From an optimization exercise on the open Yosys and OpenROAD flow, aimed at small area; shortcuts taken in it are not production practice. In this exercise RTL edits were held to simulation tests only and were not proved equivalent to the original. The clock input has no modelled driver; a real chip could not lean on it and would need a root buffer or a full tree. No activity file was given, so power comes from the tool's default toggle rates.

`design/flow/config.mk`:
```
export PLATFORM = sky130hd
export DESIGN_NAME = calcTop
export DESIGN_NICKNAME = calcTop
export VERILOG_FILES = /design/flow/design.v
export SDC_FILE = /design/flow/constraint.sdc
export NUM_CORES = 4
export LEC_CHECK = 0
export CAP_MARGIN = 20
export CORE_MARGIN = 2
export CORE_UTILIZATION = 85
export PLACE_DENSITY = 0.9
export SLEW_MARGIN = 20
```
`design/flow/constraint.sdc`:
```
create_clock -name core_clock -period 6.0 [get_ports {clk}]
set_input_delay 1.2000 -clock core_clock [delete_from_list [all_inputs] [get_ports {clk}]]
set_output_delay 1.2000 -clock core_clock [all_outputs]
set_load 0.01 [all_outputs]
```
`design/flow/design.v`:
```
module calcTop (
	input  logic                    clk,
	input  logic                    rst,
	input  logic [3:0]              nibble,
	input  logic                    knobA,
	input  logic                    knobB,
	input  logic                    button,
	input  logic                    dispReady,
	output logic                    dispValid,
	output logic [1:0]              dispMode,
	output logic [5-1:0] dispAddrA,
	output logic [5-1:0] dispAddrB,
	output logic [16-1:0] dispDataA,
	output logic [16-1:0] dispDataB
);
	localparam logic [2:0] sEntry = 3'd0;   
	localparam logic [2:0] sWait  = 3'd1;   
	localparam logic [2:0] sRead  = 3'd2;   
	localparam logic [2:0] sAlu   = 3'd3;   
	localparam logic [2:0] sWrite = 3'd4;   
	localparam logic [2:0] sShow  = 3'd5;   
	logic [1:0] syncA;
	logic [1:0] syncB;
	logic       armed;
	logic       detent;
	always_ff @(posedge clk) begin
		if (rst) begin
			syncA <= '0;
			syncB <= '0;
			armed <= 1'b0;
		end else begin
			syncA <= {syncA[0], knobA};
			syncB <= {syncB[0], knobB};
			if (!syncA[1] && !syncB[1]) begin
				armed <= 1'b1;
			end else if (detent) begin
				armed <= 1'b0;
			end
		end
	end
	assign detent = armed && syncA[1] && syncB[1];
	logic [2:0]  state;
	logic [3:0]  cnt;
	logic [2:0]  op;
	logic [4:0]  addrA;
	logic [4:0]  addrB;    
	logic [4:0]  addrW;
	logic [15:0] acc;
	logic [15:0] opB;
	logic        carry;
	logic [4:0]  pos;
	logic        clearing;
	logic [511:0] ring;
	wire [15:0] tail = ring[511:496];
	wire        wrap = &pos;
	logic [3:0] posW;
	logic [3:0] last;
	always_comb begin
		case (op)
			3'd0:         begin posW = 4'd1; last = 4'd6;  end
			3'd1:            begin posW = 4'd3; last = 4'd2;  end
			3'd2:           begin posW = 4'd3; last = 4'd4;  end
			3'd3:  begin posW = 4'd3; last = 4'd8;  end
			3'd4: begin posW = 4'd5; last = 4'd10; end
			3'd7:               begin posW = 4'd4; last = 4'd5;  end
			default:               begin posW = 4'd5; last = 4'd6;  end
		endcase
	end
	wire opImm   = (op == 3'd0) || (op == 3'd3) || (op == 3'd4);
	wire opAlu   = (op == 3'd5) || (op == 3'd6) || (op == 3'd7);
	wire opShl   = (op == 3'd7);
	wire opSub   = (op == 3'd6);
	wire modeAB  = (op == 3'd2) || (op == 3'd4);
	wire modeW   = (op == 3'd0) || opAlu;
	wire needB   = modeAB || (op == 3'd5) || opSub;
	wire wrNow   = (state == sWrite) && (pos == addrW) && !clearing;
	wire capAcc  = (state == sRead) && (pos == addrA) && !opShl;
	wire capB    = (state == sRead) && (pos == (opShl ? addrA : addrB)) && (needB || opShl);
	wire shlGo   = pos[4] || (pos[3:0] >= addrB[3:0]);
	wire aluA    = acc[0] && !opShl;
	wire aluB    = opShl ? (opB[0] && shlGo) : (opB[0] ^ opSub);
	wire aluSum  = aluA ^ aluB ^ carry;
	wire aluCy   = (aluA && aluB) || (carry && (aluA ^ aluB));
	wire [15:0] headIn = wrNow ? acc : (clearing ? 16'd0 : tail);
	always_ff @(posedge clk) begin
		ring <= {ring[495:0], headIn};
	end
	always_ff @(posedge clk) begin
		if (rst) begin
			pos      <= '0;
			clearing <= 1'b1;
		end else begin
			pos <= pos + 5'd1;
			if (wrap) begin
				clearing <= 1'b0;
			end
		end
	end
	always_ff @(posedge clk) begin
		if (rst) begin
			state <= sEntry;
			cnt   <= '0;
		end else begin
			case (state)
				sEntry: begin
					if (button) begin
						cnt <= '0;
					end else if (detent) begin
						if (cnt == 4'd0) begin
							cnt <= 4'd1;
						end else if (cnt == last) begin
							cnt   <= '0;
							state <= opImm ? sWrite : sWait;
						end else begin
							cnt <= cnt + 4'd1;
						end
					end
				end
				sWait: begin
					if (wrap) begin
						state <= sRead;
					end
				end
				sRead: begin
					if (wrap) begin
						state <= opAlu ? sAlu : sShow;
					end
				end
				sAlu: begin
					if (wrap) begin
						state <= sWrite;
					end
				end
				sWrite: begin
					if (wrNow) begin
						state <= opImm ? sWait : sShow;
					end
				end
				sShow: begin
					if (dispReady) begin
						state <= sEntry;
					end
				end
				default: state <= sEntry;
			endcase
		end
	end
	always_ff @(posedge clk) begin
		if (state == sEntry && !button && detent) begin
			if (cnt == 4'd0) begin
				op <= nibble[2:0];
			end
			if (cnt == 4'd1) begin
				addrA[3:0] <= nibble;
			end
			if (cnt == 4'd2) begin
				addrA[4] <= nibble[0];
			end
			if (cnt == 4'd3) begin
				addrB[3:0] <= nibble;
			end
			if (cnt == 4'd4) begin
				addrB[4] <= nibble[0];
			end
			if (cnt == posW) begin
				addrW[3:0] <= nibble;
			end
			if (cnt == posW + 4'd1) begin
				addrW[4] <= nibble[0];
			end
		end
	end
	always_ff @(posedge clk) begin
		if (state == sEntry) begin
			if (detent) begin
				acc <= {nibble, acc[15:4]};
			end
		end else if (state == sAlu) begin
			if (!pos[4]) begin
				acc <= {aluSum, acc[15:1]};
			end
		end else if (capAcc) begin
			acc <= tail;
		end
		if (state == sAlu) begin
			if (!opShl || shlGo) begin
				opB <= {1'b0, opB[15:1]};
			end
		end else if (capB) begin
			opB <= tail;
		end else if (state == sRead && !needB && !opShl) begin
			opB <= {1'b0, opB[15:1]};
		end
		carry <= (state == sAlu) ? aluCy : opSub;
	end
	assign dispValid = (state == sShow);
	assign dispMode  = modeW ? 2'd1 : (modeAB ? 2'd3 : 2'd2);
	assign dispAddrA = modeW ? addrW : addrA;
	assign dispAddrB = modeAB ? addrB : '0;
	assign dispDataA = acc;
	assign dispDataB = opB;
endmodule
```
`design/flow/flow/run.sh`:
```
#!/bin/bash
# Standard ORFS layout with three changes: ABC maps the logic with an
# area-oriented script (flow/abc_area.script), ports get the smallest buffer,
# and the clock tree uses large clusters of clkbuf_16 without dummy loads.
set -euo pipefail
here=$(pwd)
# synth_recipe.tcl with every abc call pointed at our script
{
  echo 'proc synth {args} { yosys synth -nofsm -noshare {*}$args }'
  echo "proc abc {args} { set i [lsearch \$args -script]; lset args [expr {\$i+1}] $here/flow/abc_area.script; yosys abc {*}\$args }"
  tail -n +2 synth_recipe.tcl
} > flow_synth.tcl
export BUFFER_PORTS_ARGS="-buffer_cell sky130_fd_sc_hd__buf_1"
export CTS_ARGS="-sink_clustering_enable -repair_clock_nets -dont_use_dummy_load -buf_list sky130_fd_sc_hd__clkbuf_16 -sink_clustering_size 40 -sink_clustering_max_diameter 60"
bash standard.sh SYNTH_SCRIPT=$here/flow_synth.tcl finish > flow_make.log 2>&1
```
`design/flow/flow/abc_area.script`:
```
strash
&get -n
&deepsyn -T 60
&put
dch -f
amap
topo
```
`design/flow/standard.sh`:
```
#!/bin/bash
# synth_recipe.tcl (not shown) runs the flow's synth.tcl, then flattens the netlist and writes it again
# the make line also repeats each setting of config.mk as NAME=value (left out here)
make -C /OpenROAD-flow-scripts/flow DESIGN_CONFIG=/design/flow/config.mk WORK_HOME=/design/flow/orfs CLKGATE_MAP_FILE= SYNTH_SCRIPT=/design/flow/synth_recipe.tcl "${@:-finish}"
```
==> results.json, run 1 <==
{
  "status": "stopped before the end",
  "lastStage": "4_1_cts",
  "error": "[ERROR DPL-0033] detailed placement checks failed during check placement.",
  "cts_root_buf": "clkbuf_16",
  "synth_ff_type": "dfxtp_1",
  "post-place-ws_ns": 2.09,
  "pin_count": 55,
  "placed_area_sq_mm": 0.0142,
  "syn_nets": 891,
  "cts_max_level": 1,
  "synth_top_family_by_area": "compound AO/OA/AOI/OAI gates",
  "yosysSeqAreaShare": 0.886,
  "post_cts_buffers": 0,
  "synth.area.mux_share": 0,
  "die_height_microns": 131,
  "synth-compound-area-share": 0.0543,
  "synth_xor_area_frac": 0,
  "io_buffers": 54,
  "synth_area_leaders": "dfxtp_1 78%, edfxtp_1 11%, clkinv_1 2.1%",
  "fp.dieW_microns": 131,
  "synth_cell_types": 29,
  "ys_top_cells_by_count": "531 x dfxtp_1, 75 x clkinv_1, 50 x edfxtp_1, 50 x nor2_1",
  "synth-warning-count": 1,
  "placedCellCount": 1141,
  "synth-adder-area-share": 0.0106,
  "start_util": 0.866,
  "synthCells": 870,
  "cts-buffers-inserted": 18,
  "dp_hpwl_mm": 22.8,
  "cts_sinks": 581,
  "clock_path_buffers": 3,
  "synth_simple_gate_area_frac": 0.0290,
  "cts_hold_buf": 0,
  "async_reset_ff_frac": 0,
  "yosysTopAreaCell": "dfxtp_1",
  "synth_top_area_share": 0.776,
  "place.gp.congestion": 0.916,
  "cts_resized": 0,
  "placementRows": 46,
  "synth_edf_count": 50,
  "yosys_register_bits": 581,
  "syn_area_sq_mm": 0.0137,
  "synth.most_common_cell": "dfxtp_1",
  "synth.avg_cell_area_sq_um": 15.7
}
[power groups by stage]
stage | logic [mW] | clock network [mW] | registers [mW]
after detailed placement | 0.0281 | 0 | 4.00
after global placement | 0.0241 | 0 | 4.00
after floorplan | 0.0138 | 0 | 4.00
[cell families after synthesis]
kind of cell	after synthesis
DFF	581
adders and majority gates	11
AOI/OAI and AO/OA	114
and+or+nand+nor	89
buffers and inverters	75
[worst max path at each step]
stage	slack, ns	end	from
2_1_floorplan	2.51	opB[0]$_DFFE_PP_	state[1]$_SDFFE_PP0P_
3_3_place_gp	2.81	cnt[0]$_SDFFE_PP0P_	state[0]$_SDFFE_PP0P_
3_5_place_dp	2.09	cnt[0]$_SDFFE_PP0P_	state[0]$_SDFFE_PP0P_
==> run 2, diff against run 1 <==
--- a/design/flow/flow/run.sh
+++ b/design/flow/flow/run.sh
@@ -11,5 +11,5 @@
   tail -n +2 synth_recipe.tcl
 } > flow_synth.tcl
 export BUFFER_PORTS_ARGS="-buffer_cell sky130_fd_sc_hd__buf_1"
-export CTS_ARGS="-sink_clustering_enable -repair_clock_nets -dont_use_dummy_load -buf_list sky130_fd_sc_hd__clkbuf_16 -sink_clustering_size 40 -sink_clustering_max_diameter 60"
+export CTS_ARGS="-sink_clustering_enable -repair_clock_nets -dont_use_dummy_load -buf_list sky130_fd_sc_hd__clkbuf_16 -sink_clustering_size 34 -sink_clustering_max_diameter 80"
 bash standard.sh SYNTH_SCRIPT=$here/flow_synth.tcl finish > flow_make.log 2>&1
--- a/design/flow/config.mk
+++ b/design/flow/config.mk
@@ -7,6 +7,5 @@
 export LEC_CHECK = 0
 export CAP_MARGIN = 20
 export CORE_MARGIN = 2
-export CORE_UTILIZATION = 85
-export PLACE_DENSITY = 0.9
+export CORE_UTILIZATION = 70
 export SLEW_MARGIN = 20
==> run 2 against run 1 <==
Compared with the run above:
- the run now finishes clean
- area after synthesis unchanged
- synthesized cell count unchanged
==> results.json, run 2 <==
{
  "r2r_end": "cnt[0]$_SDFFE_PP0P_",
  "placed_area_sq_mm": 0.0143,
  "critPathSlowestCell": "edfxtp_1",
  "synth_ff_type": "dfxtp_1",
  "use_met3": 0.0350,
  "num-nets-final": 969,
  "routed_via_density": 5.25,
  "fmax_ghz": 0.256,
  "drive_gt1_frac": 0.0285,
  "grt_pass1_wl_mm": 37.9,
  "pin_count": 55,
  "clkTransAtPathRegs_ns": 0.11,
  "crit_fanout": 7,
  "fillers": 1067,
  "worstRegToRegCells": 11,
  "hold_viol": 0,
  "maxSlewHeadroom": 0.241,
  "fp.dieW_microns": 144,
  "cts_root_buf": "clkbuf_16",
  "reg_top3": "ring: 512 flops, acc: 16 flops, opB: 16 flops",
  "yosysTopAreaCell": "dfxtp_1",
  "pwr-share-clk": 0.300,
  "crit_top_cell": "nor2_1",
  "diodes": 0,
  "power_density_mw_per_mm2": 380,
  "first_pass_iters": 6,
  "areaGrowthSynthToFinish_pct": 7.99,
  "met2_usage": 0.444,
  "cap_violations": 0,
  "peakVddDrop_v": 0.000392,
  "setup_viol": 0,
  "p_switching_mw": 1.07,
  "place.gp.congestion": 0.832,
  "worstPathRequired_ns": 4.80,
  "min_from": "ring[11]$_DFF_P_",
  "ys_top_cells_by_count": "531 x dfxtp_1, 75 x clkinv_1, 50 x edfxtp_1, 50 x nor2_1",
  "start_util": 0.709,
  "p_sw_frac": 0.190,
  "fin_crit_sh": 0.650,
  "antenna_found_initial": 0,
  "met1_usage": 0.319,
  "die_area_sq_mm": 0.0207,
  "dp_hpwl_mm": 15.3,
  "cts_max_level": 1,
  "yosysSeqAreaShare": 0.886,
  "clock_path_buffers": 3,
  "slew_viol_final": 0,
  "cts_tree": "built",
  "synth.most_common_cell": "dfxtp_1",
  "async_reset_ff_frac": 0,
  "track_usage": 0.248,
  "combPwrFrac": 0.005,
  "final_common_cell": "dfxtp_1",
  "worstMarginPinSlew_ns": 1.13,
  "placementRows": 51,
  "hold_path_depth": 0,
  "coreArea_sq_mm": 0.0193,
  "cp_cell_sequence": "clkinv_1 -> nor3_1 -> nor2_1 -> clkinv_1 -> nor2_1 -> or3_1 -> nor2_1 -> buf_1",
  "power.leakage_nw": 5.55,
  "instances_no_fill": 1211,
  "syn_nets": 891,
  "die_height_microns": 144,
  "status": "finished clean",
  "syn_area_sq_mm": 0.0137,
  "critPathLaunchType": "register",
  "finalCriticalPeriod_ns": 3.90,
  "synth_cell_types": 29,
  "worst_hold_path_type": "reg2reg",
  "internal-power_mw": 4.55,
  "drcViolationCount": 0,
  "clock_latency_ns": 0.55,
  "largest_register": "ring",
  "path_delay_family": "simple AND/OR/NAND/NOR gates",
  "grt_max_degree": 35,
  "synth_area_leaders": "dfxtp_1 78%, edfxtp_1 11%, clkinv_1 2.1%",
  "yosys_register_bits": 581,
  "rr_startpoint": "state[1]$_SDFFE_PP0P_",
  "cp.arrival_ns": 2.70,
  "wl_per_cell_microns": 20.7,
  "synth-warning-count": 1,
  "synth_edf_count": 50,
  "crit_path_end_kind": "output pin",
  "layout_common_cells": "531 x dfxtp_1, 75 x clkinv_1, 54 x buf_1",
  "wl_mm": 25.0,
  "overflow": 0,
  "drtIter0Drc": 562,
  "clock_skew_ns": 0.0453,
  "worstSetupPathType": "reg2out",
  "synthCells": 870,
  "vias": 6352,
  "grt_pass1_vias": 6463,
  "cts_sinks": 581,
  "finalSetupTns_ns": 0,
  "crit_path_max_incr_delay_ns": 0.51,
  "synth_top_area_share": 0.776,
  "pwr-share-seq": 0.696,
  "post_cts_buffers": 0,
  "final_cell_area_sq_mm": 0.0148,
  "r2r_slack_ns": 2.39,
  "io_buffers": 54,
  "placedCellCount": 1189,
  "postRouteAntennaNets": 0,
  "cp_num_buf_inv": 3,
  "hold_path_end": "ring[27]$_DFF_P_",
  "busiest_layer": "met2",
  "synth.avg_cell_area_sq_um": 15.7,
  "largest_reg_flops": 512,
  "rsz0062_at_grt": "no",
  "cts_hold_buf": 0,
  "cts_resized": 0,
  "cts-buffers-inserted": 21
}
## run 2: cell counts after synthesis
Identical to the previous run, type by type.
## run 2: cell type report
type	count	area, sq um	area share
Multi-Input combinational cell	214	1310	0.0888
Sequential cell	581	12100	0.820
Inverter	75	282	0.0190
Clock buffer	21	526	0.0355
Tap cell	265	332	0.0224
Timing Repair Buffer	55	210	0.0142
## run 2: per-layer routing
metal,up-vias,share of wire
met5,-,0
met4,0,0.025
met3,56,0.050
met2,221,0.51
met1,3052,0.41
li1,3023,-
## run 2: worst max-delay path by stage
stage | startpoint | to | slack [ns] | cells after the start
2_1_floorplan | state[1]$_SDFFE_PP0P_ | opB[0]$_DFFE_PP_ | 2.51 | 4
3_3_place_gp | op[2]$_DFFE_PP_ | cnt[0]$_SDFFE_PP0P_ | 2.64 | 13
3_5_place_dp | state[0]$_SDFFE_PP0P_ | cnt[0]$_SDFFE_PP0P_ | 2.47 | 11
4_1_cts | op[2]$_DFFE_PP_ | dispAddrB[4] | 2.10 | 8
5_1_grt | op[2]$_DFFE_PP_ | dispAddrB[1] | 1.89 | 8
6_report | op[2]$_DFFE_PP_ | dispAddrB[4] | 2.10 | 8
## run 2: cells by family after synthesis
group | count (synthesis) | share of synthesized area
flops | 581 | 0.886
compound gates | 114 | 0.0543
simple gates | 89 | 0.0290
buf+inv | 75 | 0.0205
fa+ha+maj | 11 | 0.0106
## run 2: per-stage QoR
step / setup WS, ns / utilization / hold slack, ns / power (mW)
2_1_floorplan: 2.51 / - / 0.310 / 4.01
3_3_place_gp: 2.64 / 0.737 / 0.310 / 4.03
3_5_place_dp: 2.47 / 0.737 / 0.312 / 4.03
4_1_cts: 2.10 / 0.765 / 0.289 / 5.64
5_1_grt: 1.89 / 0.765 / 0.299 / 5.77
6_report: 2.10 / 0.765 / 0.289 / 5.62
## run 2: worst register-to-register path, stage by stage (launching register included)
cell and delay [ns]:
dfxtp_1 0.38, nor3_2 0.84, nand4_1 0.36, or2_0 0.33, nor2_1 0.24, clkinv_1 0.18, nor3_1 0.55, nor3_1 0.15
nand2b_1 0.19, nor2_1 0.06, nor3_1 0.13, nor2_1 0.06
## run 2: power by group through the flow
stage / combinational (mW) / sequential [mW] / clock, mW
after floorplan: 0.0138 / 4.00 / 0
after global placement: 0.0253 / 4.00 / 0
after detailed placement: 0.0256 / 4.00 / 0
after CTS: 0.0259 / 3.91 / 1.70
after global routing: 0.0290 / 3.91 / 1.83
final: 0.0260 / 3.91 / 1.68
==> run 3, diff against run 2 <==
--- a/design/flow/flow/run.sh
+++ b/design/flow/flow/run.sh
@@ -11,5 +11,5 @@
   tail -n +2 synth_recipe.tcl
 } > flow_synth.tcl
 export BUFFER_PORTS_ARGS="-buffer_cell sky130_fd_sc_hd__buf_1"
-export CTS_ARGS="-sink_clustering_enable -repair_clock_nets -dont_use_dummy_load -buf_list sky130_fd_sc_hd__clkbuf_16 -sink_clustering_size 34 -sink_clustering_max_diameter 80"
+export CTS_ARGS="-sink_clustering_enable -repair_clock_nets -dont_use_dummy_load -buf_list sky130_fd_sc_hd__clkbuf_16 -sink_clustering_size 30 -sink_clustering_max_diameter 100"
 bash standard.sh SYNTH_SCRIPT=$here/flow_synth.tcl finish > flow_make.log 2>&1
==> design/flow/flow/abc_area.script (replaced) <==
strash
&get -n
&deepsyn -T 60
&put
dch -f
map -a
strash
dch -f
map -a
topo
==> run 3 against run 2 <==
Compared with the run above:
- via count is 2.7% higher
- area after synthesis up 0.54%
- count of clock-buffer cells in the layout grew 2
- sequential power barely moved
- core utilization increased by 0.30 points
- still clean
- total power increased by 1.4%
- global-route usage increased by 1.2 points
- largest cell class unchanged
==> results.json, run 3 <==
{
  "r2r_slack_ns": 2.43,
  "final_cell_area_sq_mm": 0.0149,
  "yosys_register_bits": 581,
  "wl_per_cell_microns": 21.0,
  "synth.avg_cell_area_sq_um": 15.3,
  "critPathSlowestCell": "nor2_1",
  "peakVddDrop_v": 0.000370,
  "die_height_microns": 144,
  "slew_viol_final": 0,
  "p_sw_frac": 0.192,
  "placedCellCount": 1223,
  "hold_viol": 0,
  "clock_path_buffers": 3,
  "synth_simple_gate_area_frac": 0.0273,
  "pin_count": 55,
  "largest_reg_flops": 512,
  "post-place-ws_ns": 2.55,
  "power.leakage_nw": 5.63,
  "cts_hold_buf": 0,
  "final_util": 0.768,
  "syn_area_sq_mm": 0.0138,
  "cap_violations": 0,
  "async_reset_ff_frac": 0,
  "num-nets-final": 1004,
  "grt_pass1_wl_mm": 39.8,
  "cts_root_buf": "clkbuf_16",
  "fmax_ghz": 0.272,
  "crit_top_cell": "nor2_1",
  "finalSetupTns_ns": 0,
  "cts_max_level": 1,
  "synth-warning-count": 1,
  "cts_resized": 0,
  "synth_ff_type": "dfxtp_1",
  "cp_num_buf_inv": 1,
  "cts_sinks": 581,
  "synth_edf_count": 50,
  "combPwrFrac": 0.005,
  "reg_top3": "ring: 512 flops, acc: 16 flops, opB: 16 flops",
  "overflow": 0,
  "instances_no_fill": 1246,
  "crit_fanout": 9,
  "ys_top_cells_by_count": "531 x dfxtp_1, 89 x clkinv_1, 50 x edfxtp_1",
  "placed_area_sq_mm": 0.0143,
  "power_density_mw_per_mm2": 383,
  "synth-adder-area-share": 0.0105,
  "yosysTopAreaCell": "dfxtp_1",
  "areaGrowthSynthToFinish_pct": 8.19,
  "routed_via_density": 5.24,
  "synth.area.mux_share": 0.00164,
  "clock_latency_ns": 0.57,
  "synth_top_family_by_area": "compound AO/OA/AOI/OAI gates",
  "largest_register": "ring",
  "start_util": 0.710,
  "internal-power_mw": 4.61,
  "critPathLaunchType": "register",
  "vias": 6525,
  "syn_nets": 924,
  "rsz0062_at_grt": "no",
  "synth_xor_area_frac": 0.00318,
  "first_pass_iters": 5,
  "worstPathRequired_ns": 4.80,
  "postRouteAntennaNets": 0,
  "synth-compound-area-share": 0.0523,
  "place.gp.congestion": 0.835,
  "fin_crit_sh": 0.614,
  "p_switching_mw": 1.09,
  "status": "finished clean",
  "synth_area_leaders": "dfxtp_1 77%, edfxtp_1 11%, clkinv_1 2.4%",
  "clock_skew_ns": 0.0681,
  "drcViolationCount": 0,
  "worstMarginPinSlew_ns": 1.07,
  "grt_pass1_vias": 6706,
  "die_area_sq_mm": 0.0208,
  "drtIter0Drc": 508,
  "cp_cell_sequence": "nor2_1 -> nor2_1 -> nor2_1 -> mux2_2 -> buf_1",
  "crit_path_end_kind": "output pin",
  "cp.arrival_ns": 2.48,
  "crit_path_max_incr_delay_ns": 0.56,
  "finalCriticalPeriod_ns": 3.68,
  "antenna_found_initial": 0,
  "setup_viol": 0,
  "cts-buffers-inserted": 23,
  "maxSlewHeadroom": 0.284,
  "dp_hpwl_mm": 15.2,
  "path_delay_family": "simple AND/OR/NAND/NOR gates",
  "pwr-share-clk": 0.309,
  "final_common_cell": "dfxtp_1",
  "synth_top_area_share": 0.772,
  "clkTransAtPathRegs_ns": 0.11,
  "post-route-worst-setup-slack_ns": 2.32,
  "layout_common_cells": "531 x dfxtp_1, 89 x clkinv_1, 54 x buf_1",
  "synth.most_common_cell": "dfxtp_1",
  "synth_cell_types": 28,
  "diodes": 0,
  "pwr-share-seq": 0.686,
  "worstSetupPathType": "reg2out",
  "io_buffers": 54,
  "drive_gt1_frac": 0.0306,
  "track_usage": 0.261,
  "yosysSeqAreaShare": 0.881,
  "fp.dieW_microns": 144,
  "wl_mm": 26.2,
  "grt_max_degree": 31,
  "coreArea_sq_mm": 0.0194,
  "placementRows": 51,
  "cts_tree": "built",
  "worst_hold_path_type": "reg2reg",
  "post_cts_buffers": 0,
  "synthCells": 903
}
run 3: metal layers:
metal | GRT usage | vias to the layer above | part of all wire
met3 | 0.0417 | 66 | 0.060
met5 | 0 | - | 0
met1 | 0.349 | 3124 | 0.42
met4 | 0.0828 | 0 | 0.034
met2 | 0.443 | 261 | 0.49
li1 | - | 3074 | -
run 3: worst paths after layout:
path / startpoint / end / depth (start not counted)
setup / recovery: op[1]$_DFFE_PP_ / dispAddrA[0] / 5
hold / removal: ring[335]$_DFF_P_ / ring[351]$_DFF_P_ / 0
setup reg to reg: pos[0]$_SDFF_PP0_ / acc[15]$_DFFE_PP_ / 13
hold reg to reg: ring[335]$_DFF_P_ / ring[351]$_DFF_P_ / 0
run 3: power by group through the flow:
stage / registers, mW / clock network (mW) / logic (mW)
floorplan: 4.00 / 0 / 0.0146
global route: 3.91 / 1.90 / 0.0311
detailed placement: 4.00 / 0 / 0.0269
finish: 3.91 / 1.76 / 0.0275
CTS: 3.91 / 1.79 / 0.0273
global placement: 4.00 / 0 / 0.0267
run 3: kinds of logic (layout without fill, tap and decap cells):
logic type / after synthesis / count (layout)
compound gates: 123 / 123
mux: 2 / 2
buf+inv: 89 / 167
flops: 581 / 581
xor+xnor: 5 / 5
simple gates: 92 / 92
fa+ha+maj: 11 / 11
run 3: through the flow:
stage	power, mW	hold WS, ns
global route	5.85	0.305
CTS	5.73	0.291
global placement	4.03	0.310
detailed placement	4.03	0.312
finish	5.70	0.293
floorplan	4.01	0.310
run 3: layout make-up:
cell class	count	area (sq um)
multi-input combinational	233	1320
sequential	581	12100
fill	1060	4500
timing repair buffer	55	210
tap	265	332
clock buffer	23	576
inverter	89	334
==> run 4, diff against run 3 <==
==> design/flow/flow/abc_area.script (replaced) <==
strash
&get -n
&deepsyn -T 60
&put
dch -f
amap
topo
==> run 4 against run 3 <==
Compared with the run above:
- still clean on timing, DRC and antenna
- clock power about the same
- critical path depth up 3
- register-to-register slack worse by 0.14 ns
- final area down 0.39%
- global-route usage down 2.1 points
- total power down 0.41%
- final cell count down 2.7%
- synthesized cell count down 3.7%
- sequential share of layout area up 0.32 points
- die area down 0.52%
- hold slack worse by 0.0073 ns
- routed wire length down 7.2%
- critical path type unchanged
==> results.json, run 4 <==
{
  "worstRegToRegCells": 11,
  "cts_resized": 0,
  "synth_cell_types": 29,
  "power.leakage_nw": 5.57,
  "pin_count": 55,
  "drtIter0Drc": 527,
  "status": "finished clean",
  "post-place-ws_ns": 2.47,
  "met1_usage": 0.307,
  "r2r_end": "cnt[0]$_SDFFE_PP0P_",
  "cp_cell_sequence": "clkinv_1 -> nor3_1 -> nor2_1 -> clkinv_1 -> nor2_1 -> or3_1 -> nor2_1 -> buf_1",
  "worstPathRequired_ns": 4.80,
  "path_delay_family": "simple AND/OR/NAND/NOR gates",
  "hold_path_depth": 0,
  "cts_root_buf": "clkbuf_16",
  "clock_path_buffers": 3,
  "synth_area_leaders": "dfxtp_1 78%, edfxtp_1 11%, clkinv_1 2.1%",
  "cts_max_level": 1,
  "final_cell_area_sq_mm": 0.0148,
  "rr_startpoint": "state[0]$_SDFFE_PP0P_",
  "grt_max_degree": 31,
  "drcViolationCount": 0,
  "syn_area_sq_mm": 0.0137,
  "syn_nets": 891,
  "areaGrowthSynthToFinish_pct": 8.35,
  "r2r_slack_ns": 2.29,
  "num-nets-final": 970,
  "crit_top_cell": "nor2_1",
  "crit_path_max_incr_delay_ns": 0.51,
  "crit_cells": 8,
  "yosys_register_bits": 581,
  "use_met3": 0.0430,
  "crit_path_end_kind": "output pin",
  "dp_hpwl_mm": 15.3,
  "placed_area_sq_mm": 0.0143,
  "start_util": 0.709,
  "routed_via_density": 5.20,
  "place.gp.congestion": 0.832,
  "postRouteAntennaNets": 0,
  "diodes": 0,
  "peakVddDrop_v": 0.000304,
  "placementRows": 51,
  "wl_mm": 24.3,
  "largest_reg_flops": 512,
  "cts_tree": "built",
  "critPathSlowestCell": "edfxtp_1",
  "largest_register": "ring",
  "synth-warning-count": 1,
  "worstMarginPinSlew_ns": 1.13,
  "synth.most_common_cell": "dfxtp_1",
  "cp_num_buf_inv": 3,
  "synth_ff_type": "dfxtp_1",
  "hold_path_end": "ring[79]$_DFF_P_",
  "reg_top3": "ring: 512 flops, acc: 16 flops, opB: 16 flops",
  "finalSetupTns_ns": 0,
  "clkTransAtPathRegs_ns": 0.10,
  "p_total_mw": 5.68,
  "antenna_found_initial": 0,
  "layout_common_cells": "531 x dfxtp_1, 75 x clkinv_1, 54 x buf_1",
  "cap_violations": 0,
  "hold_viol": 0,
  "ys_top_cells_by_count": "531 x dfxtp_1, 75 x clkinv_1, 50 x edfxtp_1, 50 x nor2_1",
  "setup_viol": 0,
  "io_buffers": 54,
  "rsz0062_at_grt": "no",
  "post_cts_buffers": 0,
  "vias": 6303,
  "track_usage": 0.240,
  "grt_pass1_vias": 6432,
  "maxSlewHeadroom": 0.245,
  "power_density_mw_per_mm2": 383,
  "worst_hold_path_type": "reg2reg",
  "wl_per_cell_microns": 20.0,
  "clock_skew_ns": 0.0457,
  "fmax_ghz": 0.257,
  "met2_usage": 0.427,
  "fillers": 1066,
  "slew_viol_final": 0,
  "clock_latency_ns": 0.55,
  "min_from": "ring[63]$_DFF_P_",
  "die_height_microns": 144,
  "finalCriticalPeriod_ns": 3.90,
  "synth_edf_count": 50,
  "cp.arrival_ns": 2.70,
  "yosysTopAreaCell": "dfxtp_1",
  "yosysSeqAreaShare": 0.886,
  "first_pass_iters": 7,
  "cts_sinks": 581,
  "async_reset_ff_frac": 0,
  "crit_fanout": 7,
  "die_area_sq_mm": 0.0207,
  "synth.avg_cell_area_sq_um": 15.7,
  "busiest_layer": "met2",
  "drive_gt1_frac": 0.0296,
  "overflow": 0,
  "worstSetupPathType": "reg2out",
  "fin_crit_sh": 0.650,
  "cts-buffers-inserted": 23,
  "synth_top_area_share": 0.776,
  "post-route-worst-setup-slack_ns": 2.10,
  "synthCells": 870,
  "final_common_cell": "dfxtp_1",
  "fp.dieW_microns": 144,
  "coreArea_sq_mm": 0.0193,
  "critPathLaunchType": "register",
  "cts_hold_buf": 0,
  "grt_pass1_wl_mm": 36.8
}
[run 4: cell count changes in the layout (fill, tap and decap cells not counted), moves of 3 or more]
cell      delta
a222oi_1    +13
and3_1       +3
clkinv_1    -14
nand2_1     -26
nor2_1      +10
nor2b_1      +6
o21ai_0     -16
o22ai_1      -6
xor2_1       -5
[run 4: power breakdown]
part / internal, mW / switching (mW)
registers: 3.91 / 0.00433
logic: 0.00921 / 0.0168
clock network: 0.693 / 1.05
total: 4.61 / 1.07
[run 4: cells by family after synthesis]
logic type	synth area share
flops	0.886
compound gates	0.0543
simple gates	0.0290
buf+inv	0.0205
fa+ha+maj	0.0106
[run 4: worst max path at each step]
| stage | start | endpoint | slack [ns] |
|---|---|---|---|
| finish | op[2]$_DFFE_PP_ | dispAddrB[4] | 2.10 |
| detailed placement | state[0]$_SDFFE_PP0P_ | cnt[0]$_SDFFE_PP0P_ | 2.47 |
| global route | op[2]$_DFFE_PP_ | dispAddrB[1] | 1.87 |
| floorplan | state[1]$_SDFFE_PP0P_ | opB[0]$_DFFE_PP_ | 2.51 |
| CTS | op[2]$_DFFE_PP_ | dispAddrB[4] | 2.09 |
| global placement | op[2]$_DFFE_PP_ | cnt[0]$_SDFFE_PP0P_ | 2.64 |
[run 4: through the flow]
step | hold slack, ns | instances | utilization
after floorplan | 0.310 | 870 | -
after global routing | 0.295 | 1212 | 0.768
final | 0.285 | 1212 | 0.768
after CTS | 0.284 | 1212 | 0.767
after detailed placement | 0.312 | 1189 | 0.737
after global placement | 0.310 | 1189 | 0.737
[run 4: worst register-to-register path, delay by kind of cell (launching register included)]
family,cells,cell delay (ns)
flops,1,0.38
simple gates,10,2.95
buf+inv,1,0.19
[run 4: cell type report]
| class | count | area (sq um) | share of cell area |
|---|---|---|---|
| Clock buffer | 23 | 576 | 0.0388 |
| Timing Repair Buffer | 54 | 203 | 0.0137 |
| Multi-Input combinational cell | 214 | 1320 | 0.0889 |
| Inverter | 75 | 282 | 0.0190 |
| Tap cell | 265 | 332 | 0.0223 |
| Sequential cell | 581 | 12100 | 0.817 |
[run 4: layer usage]
metal / part of all wire / routed length [microns] / vias up
li1: - / - / 3028
met1: 0.42 / 10200 / 2993
met2: 0.50 / 12200 / 240
met3: 0.055 / 1350 / 42
met4: 0.023 / 560 / 0
met5: 0 / 0 / -
==> run 5, diff against run 4 <==
--- a/design/flow/flow/run.sh
+++ b/design/flow/flow/run.sh
@@ -11,5 +11,5 @@
   tail -n +2 synth_recipe.tcl
 } > flow_synth.tcl
 export BUFFER_PORTS_ARGS="-buffer_cell sky130_fd_sc_hd__buf_1"
-export CTS_ARGS="-sink_clustering_enable -repair_clock_nets -dont_use_dummy_load -buf_list sky130_fd_sc_hd__clkbuf_16 -sink_clustering_size 30 -sink_clustering_max_diameter 100"
+export CTS_ARGS="-sink_clustering_enable -repair_clock_nets -dont_use_dummy_load -buf_list sky130_fd_sc_hd__clkbuf_16 -sink_clustering_size 32 -sink_clustering_max_diameter 100"
 bash standard.sh SYNTH_SCRIPT=$here/flow_synth.tcl finish > flow_make.log 2>&1
--- a/design/flow/config.mk
+++ b/design/flow/config.mk
@@ -7,5 +7,5 @@
 export LEC_CHECK = 0
 export CAP_MARGIN = 20
 export CORE_MARGIN = 2
-export CORE_UTILIZATION = 70
+export CORE_UTILIZATION = 75
 export SLEW_MARGIN = 20
==> run 5 against run 4 <==
Compared with the run above:
- still clean on timing, DRC and antenna
- first-iteration DRC count is 12% higher
- final area is 0.41% lower
- sequential power hardly changed
- total power is 0.42% lower
- synthesized cell count stayed put
- routed wire length is 12% higher
- clock skew is 0.024 ns higher
- area after synthesis stayed put
- via count is 4.8% higher
- critical endpoint unchanged
==> results.json, run 5 <==
{
  "clock_path_buffers": 3,
  "crit_path_end_kind": "output pin",
  "layout_common_cells": "531 x dfxtp_1, 75 x clkinv_1, 54 x buf_1",
  "clock_latency_ns": 0.55,
  "io_buffers": 54,
  "syn_nets": 891,
  "clock_skew_ns": 0.0700,
  "areaGrowthSynthToFinish_pct": 7.90,
  "postRouteAntennaNets": 0,
  "maxSlewHeadroom": 0.292,
  "coreArea_sq_mm": 0.0180,
  "critPathLaunchType": "register",
  "final_common_cell": "dfxtp_1",
  "path_delay_family": "simple AND/OR/NAND/NOR gates",
  "critPathSlowestCell": "edfxtp_1",
  "cp_num_buf_inv": 3,
  "drtIter0Drc": 591,
  "wl_mm": 27.1,
  "async_reset_ff_frac": 0,
  "cap_violations": 0,
  "synth.avg_cell_area_sq_um": 15.7,
  "hold_path_end": "ring[319]$_DFF_P_",
  "cts_tree": "built",
  "diodes": 0,
  "synth_ff_type": "dfxtp_1",
  "track_usage": 0.285,
  "power_density_mw_per_mm2": 383,
  "worstRegToRegCells": 13,
  "pin_count": 55,
  "grt_max_degree": 33,
  "fin_crit_sh": 0.674,
  "reg_top3": "ring: 512 flops, acc: 16 flops, opB: 16 flops",
  "finalSetupTns_ns": 0,
  "vias": 6606,
  "yosysSeqAreaShare": 0.886,
  "fmax_ghz": 0.247,
  "slew_viol_final": 0,
  "hold_viol": 0,
  "ys_top_cells_by_count": "531 x dfxtp_1, 75 x clkinv_1, 50 x edfxtp_1, 50 x nor2_1",
  "synth_area_leaders": "dfxtp_1 78%, edfxtp_1 11%, clkinv_1 2.1%",
  "finalCriticalPeriod_ns": 4.04,
  "worstPathRequired_ns": 4.80,
  "cp_cell_sequence": "clkinv_1 -> nor3_1 -> nor2_1 -> clkinv_1 -> nor2_1 -> or3_1 -> nor2_1 -> buf_1",
  "drcViolationCount": 0,
  "cp.arrival_ns": 2.84,
  "cts-buffers-inserted": 22,
  "synth.most_common_cell": "dfxtp_1",
  "yosys_register_bits": 581,
  "min_from": "ring[303]$_DFF_P_",
  "crit_top_cell": "nor2_1",
  "cts_resized": 0,
  "final_util": 0.823,
  "routed_via_density": 5.62,
  "antenna_found_initial": 0,
  "post_cts_buffers": 0,
  "wl_per_cell_microns": 23.1,
  "met2_usage": 0.513,
  "synth-warning-count": 1,
  "cts_hold_buf": 0,
  "rr_startpoint": "op[2]$_DFFE_PP_",
  "grt_pass1_wl_mm": 41.2,
  "num-nets-final": 969,
  "worst_hold_path_type": "reg2reg",
  "synth_top_area_share": 0.776,
  "first_pass_iters": 6,
  "drive_gt1_frac": 0.0296,
  "place.gp.congestion": 0.813,
  "largest_register": "ring",
  "power.leakage_nw": 5.56,
  "crit_fanout": 7,
  "die_height_microns": 139,
  "status": "finished clean",
  "grt_pass1_vias": 6867,
  "r2r_slack_ns": 2.08,
  "r2r_end": "cnt[0]$_SDFFE_PP0P_",
  "synthCells": 870,
  "dp_hpwl_mm": 17.2,
  "placementRows": 49,
  "overflow": 0,
  "setup_viol": 0,
  "clkTransAtPathRegs_ns": 0.11,
  "cts_sinks": 581,
  "synth_edf_count": 50,
  "cts_root_buf": "clkbuf_16",
  "synth_cell_types": 29,
  "crit_path_max_incr_delay_ns": 0.51,
  "fp.dieW_microns": 139,
  "start_util": 0.763,
  "cts_max_level": 1,
  "worstMarginPinSlew_ns": 1.05,
  "use_met3": 0.0508,
  "hold_path_depth": 0,
  "worstSetupPathType": "reg2out",
  "met1_usage": 0.352,
  "yosysTopAreaCell": "dfxtp_1",
  "busiest_layer": "met2",
  "die_area_sq_mm": 0.0194,
  "peakVddDrop_v": 0.000429,
  "largest_reg_flops": 512,
  "syn_area_sq_mm": 0.0137,
  "rsz0062_at_grt": "no"
}
-- run 5: cell counts after synthesis --
No cell type changed its count.
-- run 5: cell type report --
cell class	instances	area (sq um)
sequential	581	12100
timing repair buffer	54	203
clock buffer	22	551
fill	826	3180
multi-input combinational	214	1330
tap	229	287
inverter	75	282
-- run 5: worst max-delay path by stage --
stage | from | endpoint | cells after the start
floorplan | state[1]$_SDFFE_PP0P_ | opB[0]$_DFFE_PP_ | 4
global placement | state[0]$_SDFFE_PP0P_ | cnt[0]$_SDFFE_PP0P_ | 11
detailed placement | state[0]$_SDFFE_PP0P_ | cnt[0]$_SDFFE_PP0P_ | 11
CTS | op[2]$_DFFE_PP_ | dispAddrB[4] | 8
global route | op[2]$_DFFE_PP_ | dispAddrB[2] | 8
finish | op[2]$_DFFE_PP_ | dispAddrB[4] | 8
-- run 5: power by group --
| part | internal, mW | switching (mW) | total [mW] |
|---|---|---|---|
| combinational | 0.00938 | 0.0182 | 0.0276 |
| sequential | 3.91 | 0.00496 | 3.91 |
| clock | 0.665 | 1.05 | 1.72 |
-- run 5: worst register-to-register path, delay by kind of cell (launching register included) --
| kind | cells | cell delay (ns) |
|---|---|---|
| DFF | 1 | 0.53 |
| and+or+nand+nor | 7 | 1.43 |
| AOI/OAI and AO/OA | 3 | 1.26 |
| buffers and inverters | 3 | 0.58 |
-- run 5: kinds of logic (layout without fill, tap and decap cells) --
family | Yosys count | after routing | synth area share
and+or+nand+nor | 89 | 89 | 0.0290
buffers and inverters | 75 | 151 | 0.0205
adders and majority gates | 11 | 11 | 0.0106
DFF | 581 | 581 | 0.886
AOI/OAI and AO/OA | 114 | 114 | 0.0543
-- run 5: metrics by stage --
stage / power [mW] / hold slack (ns) / setup WS [ns] / instance area, sq um / instances
6_report: 5.66 / 0.274 / 1.96 / 14800 / 1175
3_5_place_dp: 4.03 / 0.312 / 2.16 / 14200 / 1153
4_1_cts: 5.67 / 0.268 / 1.99 / 14800 / 1175
5_1_grt: 5.80 / 0.267 / 1.77 / 14800 / 1175
3_3_place_gp: 4.03 / 0.310 / 2.72 / 14200 / 1153
2_1_floorplan: 4.01 / 0.310 / 2.51 / 13700 / 870
-- run 5: layer usage --
metal / share of wire / wire (microns)
met3: 0.056 / 1530
met2: 0.52 / 14000
met1: 0.39 / 10500
met4: 0.039 / 1070
met5: 0 / 0
==> run 6, diff against run 5 <==
--- a/design/flow/flow/run.sh
+++ b/design/flow/flow/run.sh
@@ -1,7 +1,8 @@
 #!/bin/bash
 # Standard ORFS layout with three changes: ABC maps the logic with an
 # area-oriented script (flow/abc_area.script), ports get the smallest buffer,
-# and the clock tree uses large clusters of clkbuf_16 without dummy loads.
+# and the clock tree uses large clusters of clkbuf_16 without dummy loads,
+# with its middle level bypassed and small leaves downsized (flow/post_cts.tcl).
 set -euo pipefail
 here=$(pwd)
 # synth_recipe.tcl with every abc call pointed at our script
@@ -11,5 +12,6 @@
   tail -n +2 synth_recipe.tcl
 } > flow_synth.tcl
 export BUFFER_PORTS_ARGS="-buffer_cell sky130_fd_sc_hd__buf_1"
+export POST_CTS_TCL="$here/flow/post_cts.tcl"
 export CTS_ARGS="-sink_clustering_enable -repair_clock_nets -dont_use_dummy_load -buf_list sky130_fd_sc_hd__clkbuf_16 -sink_clustering_size 32 -sink_clustering_max_diameter 100"
 bash standard.sh SYNTH_SCRIPT=$here/flow_synth.tcl finish > flow_make.log 2>&1
==> design/flow/flow/post_cts.tcl (new file) <==
# Run after clock tree synthesis (POST_CTS_TCL). TritonCTS puts a level of
# buffers between the root buffer and the leaf buffers; the root can drive
# the leaves itself, so that level is bypassed. Leaf buffers with few sinks
# get a smaller buffer.
proc clk_buffer_p {inst} {
  set m [[$inst getMaster] getName]
  return [string match "sky130_fd_sc_hd__clkbuf_*" $m]
}
proc bypass_clock_buffer {inst} {
  set in_net [[$inst findITerm A] getNet]
  set out_iterm [$inst findITerm X]
  set out_net [$out_iterm getNet]
  foreach it [$out_net getITerms] {
    if {$it ne $out_iterm} {
      $it disconnect
      $it connect $in_net
    }
  }
  [$inst findITerm A] disconnect
  $out_iterm disconnect
  odb::dbInst_destroy $inst
  odb::dbNet_destroy $out_net
}
# loads of a buffer's output: clock buffers and other pins
proc buffer_loads {inst} {
  set out_iterm [$inst findITerm X]
  set bufs {}
  set others 0
  foreach it [[$out_iterm getNet] getITerms] {
    if {$it eq $out_iterm} { continue }
    set li [$it getInst]
    if {[clk_buffer_p $li] && [[$it getMTerm] getName] eq "A"} { lappend bufs $li } else { incr others }
  }
  return [list $bufs $others]
}
set block [ord::get_db_block]
set clk_net [$block findNet clk]
set roots {}
foreach it [$clk_net getITerms] {
  if {[clk_buffer_p [$it getInst]]} { lappend roots [$it getInst] }
}
set bypassed 0
foreach root $roots {
  lassign [buffer_loads $root] mids others
  foreach mid $mids {
    lassign [buffer_loads $mid] leaves midothers
    if {[llength $leaves] > 0 && $midothers == 0} {
      bypass_clock_buffer $mid
      incr bypassed
    }
  }
}
puts "post_cts: bypassed $bypassed clock buffers"
set resized 0
foreach inst [$block getInsts] {
  if {![clk_buffer_p $inst] || [lsearch $roots $inst] >= 0} { continue }
  lassign [buffer_loads $inst] bufs others
  if {[llength $bufs] == 0 && $others <= 14 && [[$inst getMaster] getName] ne "sky130_fd_sc_hd__clkbuf_8"} {
    replace_cell [$inst getName] sky130_fd_sc_hd__clkbuf_8
    incr resized
  }
}
puts "post_cts: resized $resized leaf buffers"
==> run 6 against run 5 <==
Compared with the run above:
- register-to-register slack got worse by 0.02 ns
- count of clock-buffer cells in the layout fell by 2
- final area fell by 0.41%
- sequential power barely moved
- critical path type unchanged
- still clean
- final cell count fell by 0.17%
==> results.json, run 6 <==
{
  "power_density_mw_per_mm2": 378,
  "synth_ff_type": "dfxtp_1",
  "placementRows": 49,
  "drcViolationCount": 0,
  "yosysTopAreaCell": "dfxtp_1",
  "track_usage": 0.295,
  "io_buffers": 54,
  "grt_max_degree": 33,
  "power.leakage_nw": 5.53,
  "maxSlewHeadroom": 0.306,
  "antenna_found_initial": 1,
  "post-route-worst-setup-slack_ns": 1.98,
  "fin_crit_sh": 0.670,
  "fillers": 833,
  "clkTransAtPathRegs_ns": 0.11,
  "crit_top_cell": "nor2_1",
  "drive_gt1_frac": 0.0275,
  "areaGrowthSynthToFinish_pct": 7.45,
  "multi_input_area_sq_mm": 0.00133,
  "post-place-ws_ns": 2.16,
  "drtIter0Drc": 580,
  "rsz0062_at_grt": "no",
  "worstMarginPinSlew_ns": 1.03,
  "hold_path_depth": 0,
  "critPathLaunchType": "register",
  "final_util": 0.819,
  "fmax_ghz": 0.249,
  "final_cell_area_sq_mm": 0.0147,
  "synth_edf_count": 50,
  "finalSetupTns_ns": 0,
  "hold_viol": 0,
  "worstPathRequired_ns": 4.80,
  "cap_violations": 0,
  "synth_top_area_share": 0.776,
  "start_util": 0.763,
  "worst_hold_path_type": "reg2reg",
  "cp_num_buf_inv": 3,
  "crit_path_max_incr_delay_ns": 0.51,
  "clock_skew_ns": 0.0675,
  "ff_latch_area_sq_mm": 0.0121,
  "largest_reg_flops": 512,
  "die_area_sq_mm": 0.0194,
  "vias": 6566,
  "cp_cell_sequence": "clkinv_1 -> nor3_1 -> nor2_1 -> clkinv_1 -> nor2_1 -> or3_1 -> nor2_1 -> buf_1",
  "critPathSlowestCell": "edfxtp_1",
  "first_pass_iters": 7,
  "holdWs_ns": 0.275,
  "finalCriticalPeriod_ns": 4.02,
  "routed_via_density": 5.60,
  "diodes": 0,
  "path_delay_family": "simple AND/OR/NAND/NOR gates",
  "yosys_register_bits": 581,
  "die_height_microns": 139,
  "worstRegToRegCells": 13,
  "coreArea_sq_mm": 0.0180,
  "largest_register": "ring",
  "synth.avg_cell_area_sq_um": 15.7,
  "grt_pass1_wl_mm": 41.1,
  "syn_area_sq_mm": 0.0137,
  "fp.dieW_microns": 139,
  "crit_path_end_kind": "output pin",
  "synthCells": 870,
  "grt_pass1_vias": 6805,
  "worstSetupPathType": "reg2out",
  "overflow": 0,
  "placed_area_sq_mm": 0.0142,
  "synth-warning-count": 1,
  "crit_fanout": 7,
  "dp_hpwl_mm": 17.2,
  "layout_common_cells": "531 x dfxtp_1, 75 x clkinv_1, 54 x buf_1",
  "peakVddDrop_v": 0.000431,
  "slew_viol_final": 0,
  "num-nets-final": 967,
  "ys_top_cells_by_count": "531 x dfxtp_1, 75 x clkinv_1, 50 x edfxtp_1, 50 x nor2_1",
  "final_common_cell": "dfxtp_1",
  "setup_viol": 0,
  "pin_count": 55,
  "syn_nets": 891,
  "synth.most_common_cell": "dfxtp_1",
  "wl_per_cell_microns": 23.2,
  "yosysSeqAreaShare": 0.886,
  "postRouteAntennaNets": 0,
  "async_reset_ff_frac": 0,
  "reg_top3": "ring: 512 flops, acc: 16 flops, opB: 16 flops",
  "wl_mm": 27.2,
  "cts_sinks": 581,
  "status": "finished clean",
  "clock_latency_ns": 0.53,
  "crit_cells": 8,
  "synth_area_leaders": "dfxtp_1 78%, edfxtp_1 11%, clkinv_1 2.1%",
  "synth_cell_types": 29,
  "place.gp.congestion": 0.813,
  "cp.arrival_ns": 2.82
}
run 6: cell type report:
type	instances	share of cell area
multi-input cells	214	0.0903
clock buffers	20	0.0332
flip-flops and latches	581	0.824
well taps	229	0.0195
repair buffers	54	0.0138
inverters	75	0.0191
run 6: worst paths after layout:
path / startpoint / endpoint / slack, ns
worst max-delay path: op[2]$_DFFE_PP_ / dispAddrB[4] / 1.98
worst min-delay path: ring[415]$_DFF_P_ / ring[431]$_DFF_P_ / 0.27
worst max register to register: op[2]$_DFFE_PP_ / cnt[0]$_SDFFE_PP0P_ / 2.06
worst min register to register: ring[415]$_DFF_P_ / ring[431]$_DFF_P_ / 0.27
run 6: metrics by stage:
| stage | instances | total power, mW |
|---|---|---|
| after floorplan | 870 | 4.01 |
| after global placement | 1153 | 4.03 |
| after detailed placement | 1153 | 4.03 |
| after global routing | 1173 | 5.70 |
| final | 1173 | 5.57 |
run 6: kinds of logic after synthesis:
kind of cell | share of synthesized area
flip-flops | 0.886
AND/OR/NAND/NOR | 0.0290
buffers and inverters | 0.0205
adder cells (fa/ha/maj) | 0.0106
AO/OA/AOI/OAI | 0.0543
run 6: per-layer routing:
| layer | routed length (microns) | up-vias | GRT usage |
|---|---|---|---|
| li1 | - | 3016 | - |
| met1 | 10700 | 3201 | 0.355 |
| met2 | 14200 | 274 | 0.515 |
| met3 | 1420 | 73 | 0.0725 |
| met4 | 942 | 2 | 0.120 |
| met5 | 13 | - | 0 |
run 6: worst reg2reg max path, stage by stage (launching register included):
cell       delay (ns)
edfxtp_1         0.53
clkinv_1         0.15
nor3_1           0.11
nor2_1           0.19
clkinv_1         0.14
nor2_1           0.43
clkinv_1         0.30
o22ai_1          0.26
o221ai_1         0.20
a2111oi_0        0.79
nand2b_1         0.32
nor2_1           0.10
nor3_1           0.20
nor2_1           0.10
run 6: power by group:
part           switching [mW]  internal [mW]
logic                  0.0181        0.00939
clock network            1.04          0.583
registers             0.00483           3.91
==> run 7, diff against run 6 <==
--- a/design/flow/flow/run.sh
+++ b/design/flow/flow/run.sh
@@ -13,5 +13,5 @@
 } > flow_synth.tcl
 export BUFFER_PORTS_ARGS="-buffer_cell sky130_fd_sc_hd__buf_1"
 export POST_CTS_TCL="$here/flow/post_cts.tcl"
-export CTS_ARGS="-sink_clustering_enable -repair_clock_nets -dont_use_dummy_load -buf_list sky130_fd_sc_hd__clkbuf_16 -sink_clustering_size 32 -sink_clustering_max_diameter 100"
+export CTS_ARGS="-sink_clustering_enable -repair_clock_nets -dont_use_dummy_load -buf_list sky130_fd_sc_hd__clkbuf_16 -sink_clustering_size 30 -sink_clustering_max_diameter 100"
 bash standard.sh SYNTH_SCRIPT=$here/flow_synth.tcl finish > flow_make.log 2>&1
--- a/design/flow/config.mk
+++ b/design/flow/config.mk
@@ -7,5 +7,5 @@
 export LEC_CHECK = 0
 export CAP_MARGIN = 20
 export CORE_MARGIN = 2
-export CORE_UTILIZATION = 75
+export CORE_UTILIZATION = 70
 export SLEW_MARGIN = 20
==> run 7 against run 6 <==
Compared with the run above:
- sequential cell count unchanged
- largest power group unchanged
- clock power barely moved
- routed wire length fell by 11%
- hold slack better by 0.034 ns
- highest routed layer is now met4
- final area grew 0.42%
- via count decreased by 3.5%
- register-to-register slack better by 0.27 ns
==> results.json, run 7 <==
{
  "vias": 6338,
  "diodes": 0,
  "coreArea_sq_mm": 0.0193,
  "grt_max_degree": 31,
  "hold_viol": 0,
  "maxSlewHeadroom": 0.202,
  "cts_sinks": 581,
  "final_common_cell": "dfxtp_1",
  "synthCells": 870,
  "internal-power_mw": 4.53,
  "placedCellCount": 1189,
  "finalCriticalPeriod_ns": 3.89,
  "p_switching_mw": 1.05,
  "routed_via_density": 5.24,
  "synth.avg_cell_area_sq_um": 15.7,
  "die_height_microns": 144,
  "overflow": 0,
  "yosysSeqAreaShare": 0.886,
  "track_usage": 0.250,
  "drive_gt1_frac": 0.0275,
  "fmax_ghz": 0.257,
  "wl_per_cell_microns": 20.1,
  "slew_viol_final": 0,
  "syn_nets": 891,
  "worstPathRequired_ns": 4.80,
  "start_util": 0.709,
  "crit_path_end_kind": "output pin",
  "synth.most_common_cell": "dfxtp_1",
  "post-place-ws_ns": 2.47,
  "postRouteAntennaNets": 0,
  "synth_ff_type": "dfxtp_1",
  "io_buffers": 54,
  "crit_fanout": 7,
  "areaGrowthSynthToFinish_pct": 7.90,
  "grt_pass1_wl_mm": 36.7,
  "grt_pass1_vias": 6381,
  "synth-warning-count": 1,
  "die_area_sq_mm": 0.0207,
  "wl_mm": 24.3,
  "ys_top_cells_by_count": "531 x dfxtp_1, 75 x clkinv_1, 50 x edfxtp_1, 50 x nor2_1",
  "clock_skew_ns": 0.0311,
  "largest_reg_flops": 512,
  "combPwrFrac": 0.005,
  "power.leakage_nw": 5.54,
  "holdWs_ns": 0.309,
  "instances_no_fill": 1210,
  "peakVddDrop_v": 0.000303,
  "clkTransAtPathRegs_ns": 0.10,
  "finalSetupTns_ns": 0,
  "place.gp.congestion": 0.832,
  "yosys_register_bits": 581,
  "synth_cell_types": 29,
  "num-nets-final": 968,
  "worstSetupPathType": "reg2out",
  "placementRows": 51,
  "cp.arrival_ns": 2.69,
  "worstMarginPinSlew_ns": 1.19,
  "power_density_mw_per_mm2": 377,
  "largest_register": "ring",
  "pwr-share-seq": 0.702,
  "first_pass_iters": 7,
  "worst_hold_path_type": "reg2reg",
  "fillers": 1073,
  "layout_common_cells": "531 x dfxtp_1, 75 x clkinv_1, 54 x buf_1",
  "status": "finished clean",
  "pwr-share-clk": 0.293,
  "clock_latency_ns": 0.52,
  "drcViolationCount": 0,
  "final_util": 0.765,
  "post-route-worst-setup-slack_ns": 2.11,
  "drtIter0Drc": 552,
  "fp.dieW_microns": 144,
  "synth_area_leaders": "dfxtp_1 78%, edfxtp_1 11%, clkinv_1 2.1%",
  "synth_edf_count": 50,
  "syn_area_sq_mm": 0.0137,
  "setup_viol": 0,
  "cap_violations": 0,
  "async_reset_ff_frac": 0,
  "rsz0062_at_grt": "no",
  "pin_count": 55,
  "synth_top_area_share": 0.776,
  "fin_crit_sh": 0.648,
  "p_sw_frac": 0.188,
  "reg_top3": "ring: 512 flops, acc: 16 flops, opB: 16 flops",
  "yosysTopAreaCell": "dfxtp_1",
  "antenna_found_initial": 0,
  "dp_hpwl_mm": 15.3,
  "critPathLaunchType": "register"
}
==> run 7: cell count changes in the layout (fill, tap and decap cells not counted) <==
cell,delta
clkbuf_16,+1
nor2_1,+1
nor2_2,-1
nor3_2,+1
nor3_4,-1
==> run 7: layout make-up <==
cell class / count / area (sq um) / share of cell area
Timing Repair Buffer: 54 / 203 / 0.0137
Tap cell: 265 / 332 / 0.0224
Clock buffer: 21 / 514 / 0.0348
Inverter: 75 / 282 / 0.0190
Multi-Input combinational cell: 214 / 1320 / 0.0893
Sequential cell: 581 / 12100 / 0.821
==> run 7: logic make-up after synthesis <==
group                      Yosys count  synth area share
and+or+nand+nor                     89            0.0290
AOI/OAI and AO/OA                  114            0.0543
DFF                                581             0.886
buffers and inverters               75            0.0205
adders and majority gates           11            0.0106
==> run 7: critical path: stages (launching register included) <==
cell      delay, ns
edfxtp_1       0.51
clkinv_1       0.20
nor3_1         0.42
nor2_1         0.11
clkinv_1       0.08
nor2_1         0.11
or3_1          0.45
nor2_1         0.12
buf_1          0.16
==> run 7: power groups by stage <==
stage	registers (mW)	logic [mW]	clock network, mW
after floorplan	4.00	0.0138	0
after global routing	3.91	0.0290	1.78
after detailed placement	4.00	0.0256	0
after global placement	4.00	0.0253	0
final	3.91	0.0260	1.63
==> run 7: metrics by stage <==
stage | cell area (sq um) | power [mW]
after global routing | 14800 | 5.72
after floorplan | 13700 | 4.01
after global placement | 14300 | 4.03
final | 14800 | 5.57
after detailed placement | 14300 | 4.03
==> run 7: metal layers <==
layer,wire (microns),share of wire,track usage
met1,10200,0.42,0.309
met2,12300,0.51,0.429
met3,1370,0.056,0.0650
met4,427,0.018,0.0841
met5,0,0,0
==> run 7: path summary, 6_finish.rpt <==
check | from | to | slack [ns] | cells past startpoint
worst max-delay path | op[2]$_DFFE_PP_ | dispAddrB[4] | 2.11 | 8
worst min-delay path | ring[63]$_DFF_P_ | ring[79]$_DFF_P_ | 0.31 | 0
worst max register to register | state[0]$_SDFFE_PP0P_ | cnt[0]$_SDFFE_PP0P_ | 2.33 | 11
worst min register to register | ring[63]$_DFF_P_ | ring[79]$_DFF_P_ | 0.31 | 0

-- afterwards: timing with drivers on the ports --
The flow's constraints put no driver on any port. The routed layouts listed below were extracted and timed again, unchanged, in two steps.
Step 1 assumes that a clkbuf_16 drives the clock port and a buf_2 every other input.
Step 2 times the ports against the registers' clock, not the clock port: input delays grow and output delays shrink by t, the midpoint of the rising clock arrivals with the driver on.
Slacks: no drivers / after step 1 / after step 2; pairs: no drivers / after step 1.
| run | shift t [ns] | setup WS [ns] | worst setup path at the end | worst slew at a driven data input, ns |
|---|---|---|---|---|
| run 2 | 0.569 | 2.100 / 2.054 / 2.388 | register to register | 0.03 |
| run 3 | 0.580 | 2.317 / 2.270 / 2.431 | register to register | 0.04 |
| run 4 | 0.572 | 2.102 / 2.055 / 2.293 | register to register | 0.03 |
| run 5 | 0.563 | 1.957 / 1.909 / 2.085 | register to register | 0.03 |
| run 6 | 0.542 | 1.983 / 1.936 / 2.061 | register to register | 0.03 |
| run 7 | 0.555 | 2.112 / 2.064 / 2.329 | register to register | 0.03 |
After both steps setup and hold are still met in every run listed.
